Context: an optimization exercise on an open-source flow, tuned for small area, a short achievable clock period and few clock cycles per item. The choices shown serve that exercise and are no tape-out recipe.
Only simulation tests tie the RTL to the original design; equivalence was not proved.

v39:
==> flow/design.v <==
`timescale 1ns / 1ps
package uvlt_pkg;
  localparam logic [2:0] FUNC_CLEAR  = 3'd0;
  localparam logic [2:0] FUNC_COUNT  = 3'd1;
  localparam logic [2:0] FUNC_SEARCH = 3'd2;
  localparam logic [2:0] FUNC_INSERT = 3'd3;
  localparam logic [2:0] FUNC_DELETE = 3'd4;
  localparam logic [1:0] ST_OK      = 2'd0;
  localparam logic [1:0] ST_PRESENT = 2'd1;
  localparam logic [1:0] ST_MISSING = 2'd2;
  localparam logic [1:0] ST_FULL    = 2'd3;
  typedef struct packed {
    logic        [2:0]  func;
    logic signed [31:0] value;
  } req_t;
  typedef struct packed {
    logic [1:0] status;
    logic [5:0] position;
    logic [6:0] count;
  } rsp_t;
endpackage
`timescale 1ns / 1ps
module uvlt_ctrl #(
  parameter int CAPACITY = 64
) (
  input  logic                clk,
  input  logic                rst,
  input  logic                start,
  input  logic [2:0]          func,
  input  logic [CAPACITY-1:0] eq,
  output logic [CAPACITY-1:0] valid,
  output logic [CAPACITY-1:0] shift,
  output logic                busy,
  output logic                done,
  output uvlt_pkg::rsp_t      rsp
);
  localparam int IW = $clog2(CAPACITY);
  localparam int CW = $clog2(CAPACITY + 1);
  localparam int GS = 8;                   
  localparam int NG = CAPACITY / GS;       
  logic [CW-1:0]       count;              
  logic                acc;
  logic                is_clear, is_search, is_insert, is_delete;
  logic                full;
  logic [CAPACITY-1:0] match;
  logic [NG-1:0]       gmatch;             
  logic                hit;
  logic [IW-1:0]       pos;
  logic [CAPACITY-1:0] below;              
  assign busy = 1'b0;
  assign acc  = start && !rst;
  assign is_clear  = (func == uvlt_pkg::FUNC_CLEAR);
  assign is_search = (func == uvlt_pkg::FUNC_SEARCH);
  assign is_insert = (func == uvlt_pkg::FUNC_INSERT);
  assign is_delete = (func == uvlt_pkg::FUNC_DELETE);
  logic [CAPACITY-1:0] valid_q;
  logic                app_q, rem_q, clr_q;
  always_comb begin
    if (clr_q)      valid = '0;
    else if (app_q) valid = {valid_q[CAPACITY-2:0], 1'b1};
    else if (rem_q) valid = {1'b0, valid_q[CAPACITY-1:1]};
    else            valid = valid_q;
  end
  assign full = valid[CAPACITY-1];
  always_comb begin
    for (int i = 0; i < CAPACITY; i++) begin
      if (shift[i]) match[i] = valid[i] && ((i + 1 < CAPACITY) ? eq[(i + 1) % CAPACITY] : 1'b0);
      else          match[i] = valid[i] && eq[i];
    end
  end
  always_comb begin
    for (int g = 0; g < NG; g++) begin
      gmatch[g] = |match[g*GS +: GS];
    end
  end
  assign hit = |gmatch;
  always_comb begin
    pos = '0;
    for (int g = 0; g < NG; g++) begin
      if (gmatch[g]) pos[IW-1:$clog2(GS)] = pos[IW-1:$clog2(GS)] | ($clog2(NG))'(g);
    end
    for (int i = 0; i < CAPACITY; i++) begin
      if (match[i]) pos[$clog2(GS)-1:0] = pos[$clog2(GS)-1:0] | ($clog2(GS))'(i % GS);
    end
  end
  always_comb begin
    logic [NG-1:0] gbelow;
    gbelow[0] = 1'b0;
    for (int g = 1; g < NG; g++) begin
      gbelow[g] = gbelow[g-1] | gmatch[g-1];
    end
    for (int i = 0; i < CAPACITY; i++) begin
      below[i] = gbelow[i / GS] | (|(match[(i / GS) * GS +: GS] & GS'((2 << (i % GS)) - 1)));
    end
  end
  logic [1:0]          st_hit, st_miss;
  logic [IW-1:0]       pos_miss;
  logic [CW-1:0]       cnt_hit, cnt_miss;
  logic                uses_pos;
  logic                hit_q;
  logic                pos_sel_q;
  logic [IW-1:0]       pos_q, pos_miss_q;
  logic [1:0]          st_hit_q, st_miss_q;
  logic [CW-1:0]       cnt_hit_q, cnt_miss_q;
  assign uses_pos = is_search || is_insert || is_delete;
  assign count    = hit_q ? cnt_hit_q : cnt_miss_q;
  always_comb begin
    st_hit     = uvlt_pkg::ST_OK;
    st_miss    = uvlt_pkg::ST_OK;
    pos_miss   = '0;
    cnt_hit    = count;
    cnt_miss   = count;
    if (is_clear) begin
      cnt_hit    = '0;
      cnt_miss   = '0;
    end else if (is_search) begin
      st_miss = uvlt_pkg::ST_MISSING;
    end else if (is_insert) begin
      st_hit = uvlt_pkg::ST_PRESENT;
      if (full) begin
        st_miss = uvlt_pkg::ST_FULL;
      end else begin
        pos_miss   = count[IW-1:0];
        cnt_miss   = count + CW'(1);
      end
    end else if (is_delete) begin
      st_miss   = uvlt_pkg::ST_MISSING;
      cnt_hit   = count - CW'(1);
    end
  end
  always_ff @(posedge clk) begin
    if (rst) begin
      shift   <= '0;
      valid_q <= '0;
      app_q   <= 1'b0;
      rem_q   <= 1'b0;
      clr_q   <= 1'b0;
    end else begin
      shift   <= (acc && is_delete) ? below : '0;
      valid_q <= valid;
      app_q   <= acc && !hit && is_insert && !full;
      rem_q   <= acc && hit && is_delete;
      clr_q   <= acc && is_clear;
    end
  end
  always_ff @(posedge clk) begin
    if (rst) begin
      hit_q      <= 1'b0;
      cnt_hit_q  <= '0;
      cnt_miss_q <= '0;
    end else if (acc) begin
      hit_q      <= hit;
      cnt_hit_q  <= cnt_hit;
      cnt_miss_q <= cnt_miss;
    end
  end
  always_ff @(posedge clk) begin
    if (rst) begin
      done <= 1'b0;
    end else begin
      done <= acc;
    end
  end
  always_ff @(posedge clk) begin
    pos_sel_q  <= hit && uses_pos;
    pos_q      <= pos;
    pos_miss_q <= pos_miss;
    st_hit_q   <= st_hit;
    st_miss_q  <= st_miss;
  end
  assign rsp.status   = hit_q ? st_hit_q : st_miss_q;
  assign rsp.position = pos_sel_q ? 6'(pos_q) : (hit_q ? 6'(0) : 6'(pos_miss_q));
  assign rsp.count    = 7'(count);
endmodule
`timescale 1ns / 1ps
module uvlt_datapath #(
  parameter int CAPACITY = 64
) (
  input  logic                clk,
  input  logic [31:0]         value,
  input  logic [CAPACITY-1:0] valid,
  input  logic [CAPACITY-1:0] shift,
  output logic [CAPACITY-1:0] eq
);
  logic [31:0] mem [CAPACITY];
  for (genvar i = 0; i < CAPACITY; i++) begin : g_ent
    localparam logic [31:0] INV = (i % 2 == 1) ? '1 : '0;
    assign eq[i] = (mem[i] == (value ^ INV));
    always_ff @(posedge clk) begin
      if (!valid[i]) begin
        mem[i] <= value ^ INV;
      end else if (shift[i]) begin
        if (i + 1 < CAPACITY) mem[i] <= ~mem[(i + 1) % CAPACITY];
      end
    end
  end
endmodule
`timescale 1ns / 1ps
module unique_value_list_table_unit #(
  parameter int CAPACITY = 64
) (
  input  logic            clk,
  input  logic            rst,
  input  logic            start,
  output logic            busy,
  input  uvlt_pkg::req_t  req,
  output logic            done,
  output uvlt_pkg::rsp_t  rsp
);
  logic [CAPACITY-1:0] valid;
  logic [CAPACITY-1:0] shift;
  logic [CAPACITY-1:0] eq;
  uvlt_ctrl #(
    .CAPACITY (CAPACITY)
  ) u_ctrl (
    .clk   (clk),
    .rst   (rst),
    .start (start),
    .func  (req.func),
    .eq    (eq),
    .valid (valid),
    .shift (shift),
    .busy  (busy),
    .done  (done),
    .rsp   (rsp)
  );
  uvlt_datapath #(
    .CAPACITY (CAPACITY)
  ) u_datapath (
    .clk   (clk),
    .value (req.value),
    .valid (valid),
    .shift (shift),
    .eq    (eq)
  );
endmodule
==> flow/config.mk <==
export PLATFORM = sky130hd
export DESIGN_NAME = unique_value_list_table_unit
export DESIGN_NICKNAME = unique_value_list_table_unit
export VERILOG_FILES = /design/flow/design.v
export SDC_FILE = /design/flow/constraint.sdc
export NUM_CORES = 4
export LEC_CHECK = 0
export CAP_MARGIN = 20
export CORE_MARGIN = 2
export CORE_UTILIZATION = 40
export SETUP_SLACK_MARGIN = 2.0
export SLEW_MARGIN = 20
export TNS_END_PERCENT = 5
==> flow/constraint.sdc <==
create_clock -name core_clock -period 5.0 [get_ports {clk}]
set_input_delay 1.0000 -clock core_clock [delete_from_list [all_inputs] [get_ports {clk}]]
set_output_delay 1.0000 -clock core_clock [all_outputs]
set_load 0.01 [all_outputs]
standard.sh (not shown) runs the stock make flow with config.mk's settings and CLKGATE_MAP_FILE= SYNTH_SCRIPT=/design/flow/synth_recipe.tcl, a recipe that flattens the netlist after the stock synthesis.
==> flow/flow/run.sh <==
#!/bin/bash
set -euo pipefail
cd "$(dirname "${BASH_SOURCE[0]}")/.."
slow=""
for c in nor4_1 nor4_2 nor4_4 nor4b_1 nor4b_2 nor4b_4 nor4bb_1 nor4bb_2 nor4bb_4 \
         or4_1 or4_2 or4_4 or4b_1 or4b_2 or4b_4 or4bb_1 or4bb_2 or4bb_4 \
         a2111o_1 a2111o_2 a2111o_4 a2111oi_0 a2111oi_1 a2111oi_2 a2111oi_4 \
         o2111a_1 o2111a_2 o2111a_4 o2111ai_1 o2111ai_2 o2111ai_4 \
         nor3b_1 nor3b_2 nor3b_4 or3b_1 or3b_2 or3b_4; do
  slow="$slow sky130_fd_sc_hd__$c"
done
# the platform's own list, as make evaluates it
platform=$(make -s -C "$FLOW_HOME" DESIGN_CONFIG="$PWD/config.mk" WORK_HOME="$PWD/du_probe" \
  print-DONT_USE_CELLS 2> du_probe.log | sed -n 's/^DONT_USE_CELLS: //p')
rm -rf du_probe
[[ -n "$platform" ]] || { echo "no platform don't-use list" >&2; exit 1; }
export FLOW_FLOW_DONT_USE="$platform $slow"
echo "$FLOW_FLOW_DONT_USE" > dont_use.txt
# standard.sh with the don't-use list on its make command line
sed 's/^make -C /make DONT_USE_CELLS="$FLOW_FLOW_DONT_USE" -C /' standard.sh > standard_du.sh
grep -q 'DONT_USE_CELLS="$FLOW_FLOW_DONT_USE"' standard_du.sh
bash standard_du.sh > flow_make.log 2>&1
Testbench counts of v39, summed over its fixed seeds: cycles 12,008, ops 12,000.
Input changes introduced in v2 (baseline for comparison: v39):
--- a/flow/design.v
+++ b/flow/design.v
@@ -28,7 +28,8 @@
   input  logic                start,
   input  logic [2:0]          func,
   input  logic [CAPACITY-1:0] eq,
-  output logic [CAPACITY-1:0] valid,
+  input  logic                eq_last,
+  output logic [CAPACITY-1:0] valid_q,
   output logic [CAPACITY-1:0] shift,
   output logic                busy,
   output logic                done,
@@ -53,7 +54,7 @@
   assign is_search = (func == uvlt_pkg::FUNC_SEARCH);
   assign is_insert = (func == uvlt_pkg::FUNC_INSERT);
   assign is_delete = (func == uvlt_pkg::FUNC_DELETE);
-  logic [CAPACITY-1:0] valid_q;
+  logic [CAPACITY-1:0] valid;
   logic                app_q, rem_q, clr_q;
   always_comb begin
     if (clr_q)      valid = '0;
@@ -64,8 +65,9 @@
   assign full = valid[CAPACITY-1];
   always_comb begin
     for (int i = 0; i < CAPACITY; i++) begin
-      if (shift[i]) match[i] = valid[i] && ((i + 1 < CAPACITY) ? eq[(i + 1) % CAPACITY] : 1'b0);
-      else          match[i] = valid[i] && eq[i];
+      if (!valid_q[i]) match[i] = valid[i] && eq_last;
+      else if (shift[i]) match[i] = valid[i] && ((i + 1 < CAPACITY) ? eq[(i + 1) % CAPACITY] : 1'b0);
+      else               match[i] = valid[i] && eq[i];
     end
   end
   always_comb begin
@@ -178,17 +180,23 @@
 ) (
   input  logic                clk,
   input  logic [31:0]         value,
-  input  logic [CAPACITY-1:0] valid,
+  input  logic [CAPACITY-1:0] valid_q,
   input  logic [CAPACITY-1:0] shift,
-  output logic [CAPACITY-1:0] eq
+  output logic [CAPACITY-1:0] eq,
+  output logic                eq_last
 );
+  logic [31:0] value_q;
+  always_ff @(posedge clk) begin
+    value_q <= value;
+  end
+  assign eq_last = (value_q == value);
   logic [31:0] mem [CAPACITY];
   for (genvar i = 0; i < CAPACITY; i++) begin : g_ent
     localparam logic [31:0] INV = (i % 2 == 1) ? '1 : '0;
     assign eq[i] = (mem[i] == (value ^ INV));
     always_ff @(posedge clk) begin
-      if (!valid[i]) begin
-        mem[i] <= value ^ INV;
+      if (!valid_q[i]) begin
+        mem[i] <= value_q ^ INV;
       end else if (shift[i]) begin
         if (i + 1 < CAPACITY) mem[i] <= ~mem[(i + 1) % CAPACITY];
       end
@@ -207,9 +215,10 @@
   output logic            done,
   output uvlt_pkg::rsp_t  rsp
 );
-  logic [CAPACITY-1:0] valid;
+  logic [CAPACITY-1:0] valid_q;
   logic [CAPACITY-1:0] shift;
   logic [CAPACITY-1:0] eq;
+  logic                eq_last;
   uvlt_ctrl #(
     .CAPACITY (CAPACITY)
   ) u_ctrl (
@@ -217,10 +226,11 @@
     .rst   (rst),
     .start (start),
     .func  (req.func),
-    .eq    (eq),
-    .valid (valid),
-    .shift (shift),
-    .busy  (busy),
+    .eq      (eq),
+    .eq_last (eq_last),
+    .valid_q (valid_q),
+    .shift   (shift),
+    .busy    (busy),
     .done  (done),
     .rsp   (rsp)
   );
@@ -228,9 +238,10 @@
     .CAPACITY (CAPACITY)
   ) u_datapath (
     .clk   (clk),
-    .value (req.value),
-    .valid (valid),
-    .shift (shift),
-    .eq    (eq)
+    .value   (req.value),
+    .valid_q (valid_q),
+    .shift   (shift),
+    .eq      (eq),
+    .eq_last (eq_last)
   );
 endmodule
Results
Looking at count of clock tree sinks, v2 sits 32 above v39. v2 has top fanout value on the critical path below what v39 had. Of v2 and v39, it is v2 that has the higher area after synthesis. | fraction of the cycle the final worst path needs | v2 vs v39 | 1.3 points higher |. Final worst clock skew up 0.027 ns in v2 wrt v39. Compared with v39, in v2 worst setup slack lost 0.065 ns, design area picked up an extra 4.6%, non-clock buffer count picked up an extra 30%, die area picked up an extra 1.7%, overall fraction of global-route tracks in use picked up an extra 2.5 points.
Testbench counts of v2, summed over its fixed seeds: cycles 12,008, ops 12,000.

==> what the ideal ports hide <==
Ports are ideal in the flow. The routed layouts listed here were re-timed in OpenROAD.
Step 1, drivers: a clkbuf_16 drives clk and a buf_2 each remaining input, both assumed.
Step 2 adds t to the input delays and takes it off the output delays; t is the mean of the earliest and latest rising clock arrival at the registers after step 1. Input paths then give back, and output paths get back, about the clock's delay inside the block.
Slacks: ideal / step 1 / step 2; pairs: ideal / step 1.
| run | t (ns) | setup WS [ns] | worst setup path at the end | worst register clock-pin slew, ns | worst data-port slew with drivers (ns) |
|---|---|---|---|---|---|
| v39 | 0.991 | 1.640 / 1.608 / 0.617 | input to register | 0.07 / 0.07 | 0.29 |
| v2 | 1.024 | 1.575 / 1.411 / 0.387 | input to register | 0.07 / 0.07 | 0.34 |
After both steps setup and hold are still met in every run listed. The setup slack of v2, which loses most, moves by -0.164 ns with the drivers and by -1.188 ns with both steps.
